What follows belongs to an exercise in optimizing a design on an open flow for small area, a short achievable clock period and few clock cycles; a production flow would make more cautious choices. Only simulation tests tie the RTL to the original design; equivalence was not proved. Power and IR drop assume default switching activity.

Setup of main:
## clause_bitmap_builder
module clause_bitmap_builder #(
    parameter int INT_SIZE      = 32,
    parameter int CLAUSE_CHUNKS = 63
) (
    input  logic                clk,
    input  logic                rst_flag,
    input  logic                stop_flag,
    input  logic                start,
    input  logic                in_valid,
    output logic                in_ready,
    input  logic [31:0]         clause_chunk,
    input  logic [31:0]         clause_pos,
    input  logic                frame_done,
    output logic                rd_valid,
    input  logic                rd_ready,
    output logic [5:0]          rd_addr,
    output logic [INT_SIZE-1:0] rd_data,
    output logic                done,
    output logic                busy,
    output logic                err_range,
    output logic [15:0]         hit_count
);
Size: about 130 I/O pins, ~75,000 µm² of cells after synthesis.
==> flow/config.mk <==
export PLATFORM = sky130hd
export DESIGN_NAME = clause_bitmap_builder
export DESIGN_NICKNAME = clause_bitmap_builder
export VERILOG_FILES = /design/flow/design.v
export SDC_FILE = /design/flow/constraint.sdc
export NUM_CORES = 4
export LEC_CHECK = 0
export CAP_MARGIN = 20
export CELL_PAD_IN_SITES_DETAIL_PLACEMENT = 1
export CORE_MARGIN = 2
export CORE_UTILIZATION = 30
export PLACE_DENSITY = 0.4
export SETUP_SLACK_MARGIN = 4.8
export SLEW_MARGIN = 20
export SYNTH_HIERARCHICAL = 1
export SYNTH_MINIMUM_KEEP_SIZE = 0
==> flow/constraint.sdc <==
create_clock -name core_clock -period 8.0 [get_ports {clk}]
set_input_delay 1.6000 -clock core_clock [delete_from_list [all_inputs] [get_ports {clk}]]
set_output_delay 1.6000 -clock core_clock [all_outputs]
set_load 0.01 [all_outputs]
standard.sh (not shown) runs the stock make flow with config.mk's settings and CLKGATE_MAP_FILE= SYNTH_SCRIPT=/design/flow/synth_recipe.tcl, a recipe that flattens the netlist after the stock synthesis.
==> flow/flow/run.sh <==
#!/bin/bash
set -euo pipefail
bash standard.sh MATCH_CELL_FOOTPRINT=0 \
    "BUFFER_PORTS_ARGS=-buffer_cell sky130_fd_sc_hd__buf_2" \
    "CTS_ARGS=-sink_clustering_enable -repair_clock_nets -sink_clustering_size 18 -sink_clustering_max_diameter 65 -buf_list {sky130_fd_sc_hd__clkbuf_4 sky130_fd_sc_hd__clkbuf_8} -dont_use_dummy_load" \
    finish > standard.log 2>&1
Testbench counts of main, summed over its fixed seeds: cycles 18,031.
Inputs modified between main and the feature branch:
- PLACE_DENSITY: 0.4 -> 0.5
- SETUP_SLACK_MARGIN: 4.8 -> 4.65
- CORE_UTILIZATION: 30 -> 38
==> comparison <==
- On area added between synthesis and finish, the lower figure sits with the feature branch, not main.
- Reported combinational group power was higher in main than in the feature branch.
- Worst hold-check slack in the feature branch is 27 ps higher than in main

---

## job 8882
clause_bitmap_builder, a different RTL version from the one above (not shown whole).
Size: ~130 I/O pins, roughly 75000 µm² of cells after synthesis.
clock: 8.0 ns
lec_check: 0
cap_margin: 20
cell_pad_in_sites_detail_placement: 1
core_margin: 2
core_utilization: 30
place_density: 0.4
setup_slack_margin: 4.5
slew_margin: 20
synth_hierarchical: 1
synth_minimum_keep_size: 0
==> flow/flow/run.sh <==
#!/bin/bash
set -euo pipefail
bash standard.sh MATCH_CELL_FOOTPRINT=0 \
    "BUFFER_PORTS_ARGS=-buffer_cell sky130_fd_sc_hd__buf_2" \
    "CTS_ARGS=-sink_clustering_enable -repair_clock_nets -sink_clustering_size 18 -sink_clustering_max_diameter 55 -buf_list {sky130_fd_sc_hd__clkbuf_4 sky130_fd_sc_hd__clkbuf_8} -dont_use_dummy_load" \
    finish > standard.log 2>&1
Testbench counts of job 8882, summed over its fixed seeds: cycles 18,031.
For job 6863, these inputs were changed with respect to job 8882:
==> flow/flow/run.sh <==
#!/bin/bash
set -euo pipefail
bash standard.sh MATCH_CELL_FOOTPRINT=0 \
    "BUFFER_PORTS_ARGS=-buffer_cell sky130_fd_sc_hd__buf_4" \
    finish > standard.log 2>&1
--- a/flow/config.mk
+++ b/flow/config.mk
@@ -11,0 +12,3 @@
+export CTS_BUF_LIST = sky130_fd_sc_hd__clkbuf_4 sky130_fd_sc_hd__clkbuf_8
+export CTS_CLUSTER_DIAMETER = 55
+export CTS_CLUSTER_SIZE = 18
==> comparison <==
- The core of job 6863 is more densely filled than that of job 8882.
- Status: number of buffers inserted by hold repair at cts parity (job 8882, job 6863)
- Job 6863 reports its worst setup path endpoint as g_word[56].u_word.q[25] while job 8882 reports g_word[61].u_word.q[30].
- Job 6863 ended with less antenna cell count than job 8882.
- Between job 6863 and job 8882, it is job 6863 whose worst hold slack is higher, by 0.095 ns.
- Vias: job 6863 more than job 8882
Changes in job 7972 relative to job 6863:
--- a/flow/flow/run.sh
+++ b/flow/flow/run.sh
@@ -4 +4,2 @@
-    "BUFFER_PORTS_ARGS=-buffer_cell sky130_fd_sc_hd__buf_4" \
+    "BUFFER_PORTS_ARGS=-buffer_cell sky130_fd_sc_hd__buf_2" \
+    "CTS_ARGS=-sink_clustering_enable -repair_clock_nets -sink_clustering_size 18 -sink_clustering_max_diameter 55 -buf_list {sky130_fd_sc_hd__clkbuf_4 sky130_fd_sc_hd__clkbuf_8} -dont_use_dummy_load" \
--- a/flow/config.mk
+++ b/flow/config.mk
@@ -12,3 +11,0 @@
-export CTS_BUF_LIST = sky130_fd_sc_hd__clkbuf_4 sky130_fd_sc_hd__clkbuf_8
-export CTS_CLUSTER_DIAMETER = 55
-export CTS_CLUSTER_SIZE = 18
@@ -16 +13 @@
-export SETUP_SLACK_MARGIN = 4.5
+export SETUP_SLACK_MARGIN = 4.8
Results
Job 7972 ends up with a flip-flop and latch share of the layout cell area that is 0.84 points higher than in job 6863.
From job 6863 to job 7972 the numbers moved as follows: layout overhead on the synthesized area fell 1.7 points, post-placement worst setup slack rose 0.17 ns.
Between job 7972 and job 6863, the combined flip-flop and latch cell area figures differ only marginally.
Design area was lower in the run labelled job 7972.
Master of the slowest instance on the critical path = and2_1: job 6863; master of the slowest instance on the critical path = buf_12: job 7972
| wire length of the first global-routing pass | job 7972 vs job 6863 | about 0.5% higher |

---

The RTL this note starts from:
==> flow/design.v <==
module clause_bitmap_builder #(
    parameter int INT_SIZE      = 32,
    parameter int CLAUSE_CHUNKS = 63
) (
    input  logic                clk,
    input  logic                rst_flag,
    input  logic                stop_flag,
    input  logic                start,
    input  logic                in_valid,
    output logic                in_ready,
    input  logic [31:0]         clause_chunk,
    input  logic [31:0]         clause_pos,
    input  logic                frame_done,
    output logic                rd_valid,
    input  logic                rd_ready,
    output logic [5:0]          rd_addr,
    output logic [INT_SIZE-1:0] rd_data,
    output logic                done,
    output logic                busy,
    output logic                err_range,
    output logic [15:0]         hit_count
);
    localparam int IDX_W = (CLAUSE_CHUNKS > 1) ? $clog2(CLAUSE_CHUNKS) : 1;
    localparam logic [IDX_W-1:0] LAST_IDX = IDX_W'(CLAUSE_CHUNKS - 1);
    logic               acc_reg;       
    logic               drain_reg;     
    logic               clr_reg;       
    logic               err_range_reg;
    logic [IDX_W-1:0]   index_reg;
    logic [INT_SIZE-1:0] words [CLAUSE_CHUNKS];
    logic               act;           
    logic               hit_fire;
    logic               hit_in_range;
    logic               hit_wr;
    logic [INT_SIZE-1:0] hit_mask;
    logic               unused_pos;
    assign act          = !rst_flag && !stop_flag;
    assign in_ready     = !(acc_o_n || stop_flag);
    assign hit_fire     = in_valid && acc_reg && !stop_flag && !start;
    assign hit_in_range = clause_chunk < 32'(CLAUSE_CHUNKS);
    assign hit_wr       = in_valid && acc_reg && !stop_flag;
    assign unused_pos   = ^clause_pos[31:5];
    logic       hi_zero;
    logic [7:0] sel_row, sel_col;
    logic [7:0] pos_hi;
    logic [3:0] pos_lo;
    assign hi_zero = (clause_chunk[31:6] == '0);
    always_comb begin
        for (int i = 0; i < 8; i++) begin
            sel_row[i] = hit_wr && hi_zero && clause_chunk[5:3] == 3'(i);
            sel_col[i] = clause_chunk[2:0] == 3'(i);
            pos_hi[i]  = clause_pos[4:2] == 3'(i);
        end
        for (int i = 0; i < 4; i++)
            pos_lo[i] = clause_pos[1:0] == 2'(i);
    end
    logic pop;
    assign pop = rd_ready && !stop_flag;
    localparam int HALF = (CLAUSE_CHUNKS + 1) / 2;
    logic [INT_SIZE-1:0] hit_mask_lo, hit_mask_hi;
    clause_bitmap_mask #(.W(INT_SIZE)) u_mask_lo (
        .pos_hi(pos_hi), .pos_lo(pos_lo), .mask(hit_mask_lo)
    );
    clause_bitmap_mask #(.W(INT_SIZE)) u_mask_hi (
        .pos_hi(pos_hi), .pos_lo(pos_lo), .mask(hit_mask_hi)
    );
    assign hit_mask = hit_mask_lo;
    genvar gi;
    generate
        for (gi = 0; gi < CLAUSE_CHUNKS - 1; gi++) begin : g_word
            clause_bitmap_word #(.W(INT_SIZE)) u_word (
                .clk(clk), .drain(drain_reg), .pop(pop), .clr(clr_reg),
                .row(sel_row[gi/8]), .col(sel_col[gi%8]),
                .mask(gi < HALF ? hit_mask_lo : hit_mask_hi),
                .nxt(words[gi+1]), .q(words[gi])
            );
        end
        begin : g_word_last
            clause_bitmap_word_last #(.W(INT_SIZE)) u_word (
                .clk(clk), .drain(drain_reg), .pop(pop), .clr(clr_reg),
                .row(sel_row[(CLAUSE_CHUNKS-1)/8]), .col(sel_col[(CLAUSE_CHUNKS-1)%8]),
                .mask(hit_mask_hi), .q(words[CLAUSE_CHUNKS-1])
            );
        end
    endgenerate
    logic             acc_next, drain_next, done_next;
    logic [IDX_W-1:0] index_next;
    always_comb begin
        acc_next   = acc_reg;
        drain_next = drain_reg;
        index_next = index_reg;
        done_next  = 1'b0;
        if (rst_flag) begin
            acc_next   = 1'b0;
            drain_next = 1'b0;
            index_next = '0;
        end else if (!stop_flag) begin
            if (start) begin
                acc_next   = 1'b1;
                drain_next = 1'b0;
                index_next = '0;
            end else if (acc_reg) begin
                if (frame_done) begin
                    acc_next   = 1'b0;
                    drain_next = 1'b1;
                    index_next = '0;
                end
            end else if (drain_reg && rd_ready) begin
                if (index_reg == LAST_IDX) begin
                    drain_next = 1'b0;
                    index_next = '0;
                    done_next  = 1'b1;
                end else begin
                    index_next = index_reg + 1'b1;
                end
            end
        end
    end
    always_ff @(posedge clk) begin
        clr_reg   <= start && act;
        acc_reg   <= acc_next;
        drain_reg <= drain_next;
        index_reg <= index_next;
    end
    always_ff @(posedge clk) begin
        if (rst_flag)
            err_range_reg <= 1'b0;
        else if (!stop_flag) begin
            if (start)
                err_range_reg <= 1'b0;
            else if (hit_fire && !hit_in_range)
                err_range_reg <= 1'b1;
        end
    end
    assign hit_count = 16'h0000;
    logic acc_o_n, drain_o_n, done_o_n;
    always_ff @(posedge clk) begin
        acc_o_n   <= !acc_next;
        drain_o_n <= !drain_next;
        done_o_n  <= !done_next;
    end
    assign rd_valid  = !(drain_o_n || stop_flag);
    assign rd_addr   = 6'(index_reg);
    assign rd_data   = words[0];
    assign done      = !(done_o_n || stop_flag);
    assign busy      = acc_reg || drain_reg;
    assign err_range = err_range_reg;
endmodule
module clause_bitmap_word #(
    parameter int W = 32
) (
    input  logic         clk,
    input  logic         drain,
    input  logic         pop,
    input  logic         clr,
    input  logic         row,
    input  logic         col,
    input  logic [W-1:0] mask,
    input  logic [W-1:0] nxt,
    output logic [W-1:0] q
);
    logic shift, hold, sel;
    clause_bitmap_word_ctl u_ctl (
        .drain(drain), .pop(pop), .clr(clr), .row(row), .col(col),
        .shift(shift), .hold(hold), .sel(sel)
    );
    always_ff @(posedge clk)
        q <= (q & {W{hold}}) | (nxt & {W{shift}}) | (mask & {W{sel}});
endmodule
module clause_bitmap_word_last #(
    parameter int W = 32
) (
    input  logic         clk,
    input  logic         drain,
    input  logic         pop,
    input  logic         clr,
    input  logic         row,
    input  logic         col,
    input  logic [W-1:0] mask,
    output logic [W-1:0] q
);
    logic shift, hold, sel;
    clause_bitmap_word_ctl u_ctl (
        .drain(drain), .pop(pop), .clr(clr), .row(row), .col(col),
        .shift(shift), .hold(hold), .sel(sel)
    );
    always_ff @(posedge clk)
        q <= (q & {W{hold}}) | (mask & {W{sel}});
endmodule
module clause_bitmap_word_ctl (
    input  logic drain,
    input  logic pop,
    input  logic clr,
    input  logic row,
    input  logic col,
    output logic shift,
    output logic hold,
    output logic sel
);
    assign shift = drain && pop;
    assign hold  = !shift && !clr;
    assign sel   = row && col;
endmodule
module clause_bitmap_mask #(
    parameter int W = 32
) (
    input  logic [7:0]   pos_hi,
    input  logic [3:0]   pos_lo,
    output logic [W-1:0] mask
);
    always_comb
        for (int i = 0; i < W; i++)
            mask[i] = pos_hi[i/4] && pos_lo[i%4];
endmodule
clock: 8.0 ns
lec_check: 0
cap_margin: 20
cell_pad_in_sites_detail_placement: 1
core_margin: 2
core_utilization: 30
place_density: 0.4
setup_slack_margin: 4.65
slew_margin: 20
synth_hierarchical: 1
synth_minimum_keep_size: 0
==> flow/flow/run.sh <==
#!/bin/bash
set -euo pipefail
bash standard.sh MATCH_CELL_FOOTPRINT=0 \
    "BUFFER_PORTS_ARGS=-buffer_cell sky130_fd_sc_hd__buf_1" \
    "CTS_ARGS=-sink_clustering_enable -repair_clock_nets -sink_clustering_size 18 -sink_clustering_max_diameter 65 -buf_list {sky130_fd_sc_hd__clkbuf_4 sky130_fd_sc_hd__clkbuf_8} -dont_use_dummy_load" \
    finish > standard.log 2>&1
Testbench counts at the start, summed over its fixed seeds: cycles 18,031.
Next try:
--- a/flow/flow/run.sh
+++ b/flow/flow/run.sh
@@ -4 +4 @@
-    "BUFFER_PORTS_ARGS=-buffer_cell sky130_fd_sc_hd__buf_1" \
+    "BUFFER_PORTS_ARGS=-buffer_cell sky130_fd_sc_hd__buf_2" \
Effect: Clock skew is higher by 15 ps; total power barely changes; area after synthesis stays the same; via count hardly moves; worst setup slack improved by 11 ps; cell count barely changes; global-route usage is higher by 0.35 points; routed wire length grows by a few percent.
Next try:
==> flow/flow/run.sh (replaced) <==
#!/bin/bash
set -euo pipefail
bash standard.sh MATCH_CELL_FOOTPRINT=0 \
    "BUFFER_PORTS_ARGS=-buffer_cell sky130_fd_sc_hd__buf_2" \
    "CTS_ARGS=-sink_clustering_enable -repair_clock_nets -sink_clustering_size 18 -sink_clustering_max_diameter 55 -buf_list {sky130_fd_sc_hd__clkbuf_4 sky130_fd_sc_hd__clkbuf_8} -dont_use_dummy_load" \
    finish > standard.log 2>&1
SETUP_SLACK_MARGIN = 4.8   (was 4.65)
The new run passed the timing, DRC and antenna checks. Fmax is about the same. Synthesized area does not change. Core utilization rose by 0.31 points. Setup slack is better by 3.1 ps. Synthesized cell count does not change. Flip-flop and latch count does not change. Power rose by 3.4%. Cell area rose by 0.98%. Wire length fell by 0.97%. Clock power rose by 11%.
Next try:
==> flow/flow/run.sh (replaced) <==
#!/bin/bash
set -euo pipefail
bash standard.sh MATCH_CELL_FOOTPRINT=0 \
    "BUFFER_PORTS_ARGS=-buffer_cell sky130_fd_sc_hd__buf_1" \
    "CTS_ARGS=-sink_clustering_enable -repair_clock_nets -sink_clustering_size 18 -sink_clustering_max_diameter 65 -buf_list {sky130_fd_sc_hd__clkbuf_4 sky130_fd_sc_hd__clkbuf_8} -dont_use_dummy_load" \
    finish > standard.log 2>&1
CORE_UTILIZATION = 38   (was 30)
PLACE_DENSITY = 0.5   (was 0.4)
SETUP_SLACK_MARGIN = 4.65   (was 4.8)
The new run completed without violations.
Routed wire length came out lower by a few percent.
Count of clock-buffer cells in the layout came out lower by 50.
Cell count came out lower by a little under a tenth.
Power came out lower by a few percent.
Global-route usage came out higher by 3.9 points.
Via count is about the same.
Core utilization came out higher by 7.3 points.
Design area came out lower by a few percent.
Die area came out lower by about a fifth.
Synthesized area stays the same.

==> static timing again, ports no longer ideal <==
The flow's constraints put no driver on any port. The routed layouts listed below were extracted and timed again, unchanged, in two steps.
Step 1 (the two cells are an assumption about what drives the block):
set clk [get_ports {clk}]
set_driving_cell -lib_cell sky130_fd_sc_hd__clkbuf_16 $clk
set_driving_cell -lib_cell sky130_fd_sc_hd__buf_2 [delete_from_list [all_inputs] $clk]
Step 2 times the ports against the registers' clock, not the clock port: input delays grow and output delays shrink by t, the midpoint of the rising clock arrivals with the driver on.
Three values: ideal, step 1, step 2; two values: the first two.
run | shift t [ns] | setup slack, ns | worst hold slack (ns) | slew at the worst register clock pin (ns)
main | 1.003 | 4.504 / 4.455 / 3.832 | 0.381 / 0.381 / 0.381 | 0.12 / 0.12
the feature branch | 1.002 | 4.498 / 4.449 / 3.754 | 0.408 / 0.408 / 0.408 | 0.12 / 0.12
job 8882 | 1.004 | 4.484 / 4.451 / 3.476 | 0.373 / 0.373 / 0.373 | 0.11 / 0.11
job 6863 | 1.077 | 4.475 / 4.437 / 3.443 | 0.469 / 0.469 / 0.469 | 0.11 / 0.11
job 7972 | 1.048 | 4.507 / 4.454 / 3.828 | 0.410 / 0.410 / 0.410 | 0.11 / 0.11
the first run of note 3 | 1.025 | 4.491 / 4.443 / 3.693 | 0.410 / 0.410 / 0.410 | 0.12 / 0.12
the second run of note 3 | 0.997 | 4.501 / 4.446 / 3.766 | 0.381 / 0.381 / 0.381 | 0.12 / 0.12
the third run of note 3 | 1.027 | 4.505 / 4.456 / 3.801 | 0.362 / 0.362 / 0.362 | 0.12 / 0.12
the fourth run of note 3 | 0.994 | 4.494 / 4.447 / 3.702 | 0.435 / 0.435 / 0.435 | 0.12 / 0.12
After both steps setup and hold are still met in every run listed. For job 6863, which loses most, drivers alone change the setup slack by -0.038 ns; drivers and shift together by -1.032 ns.
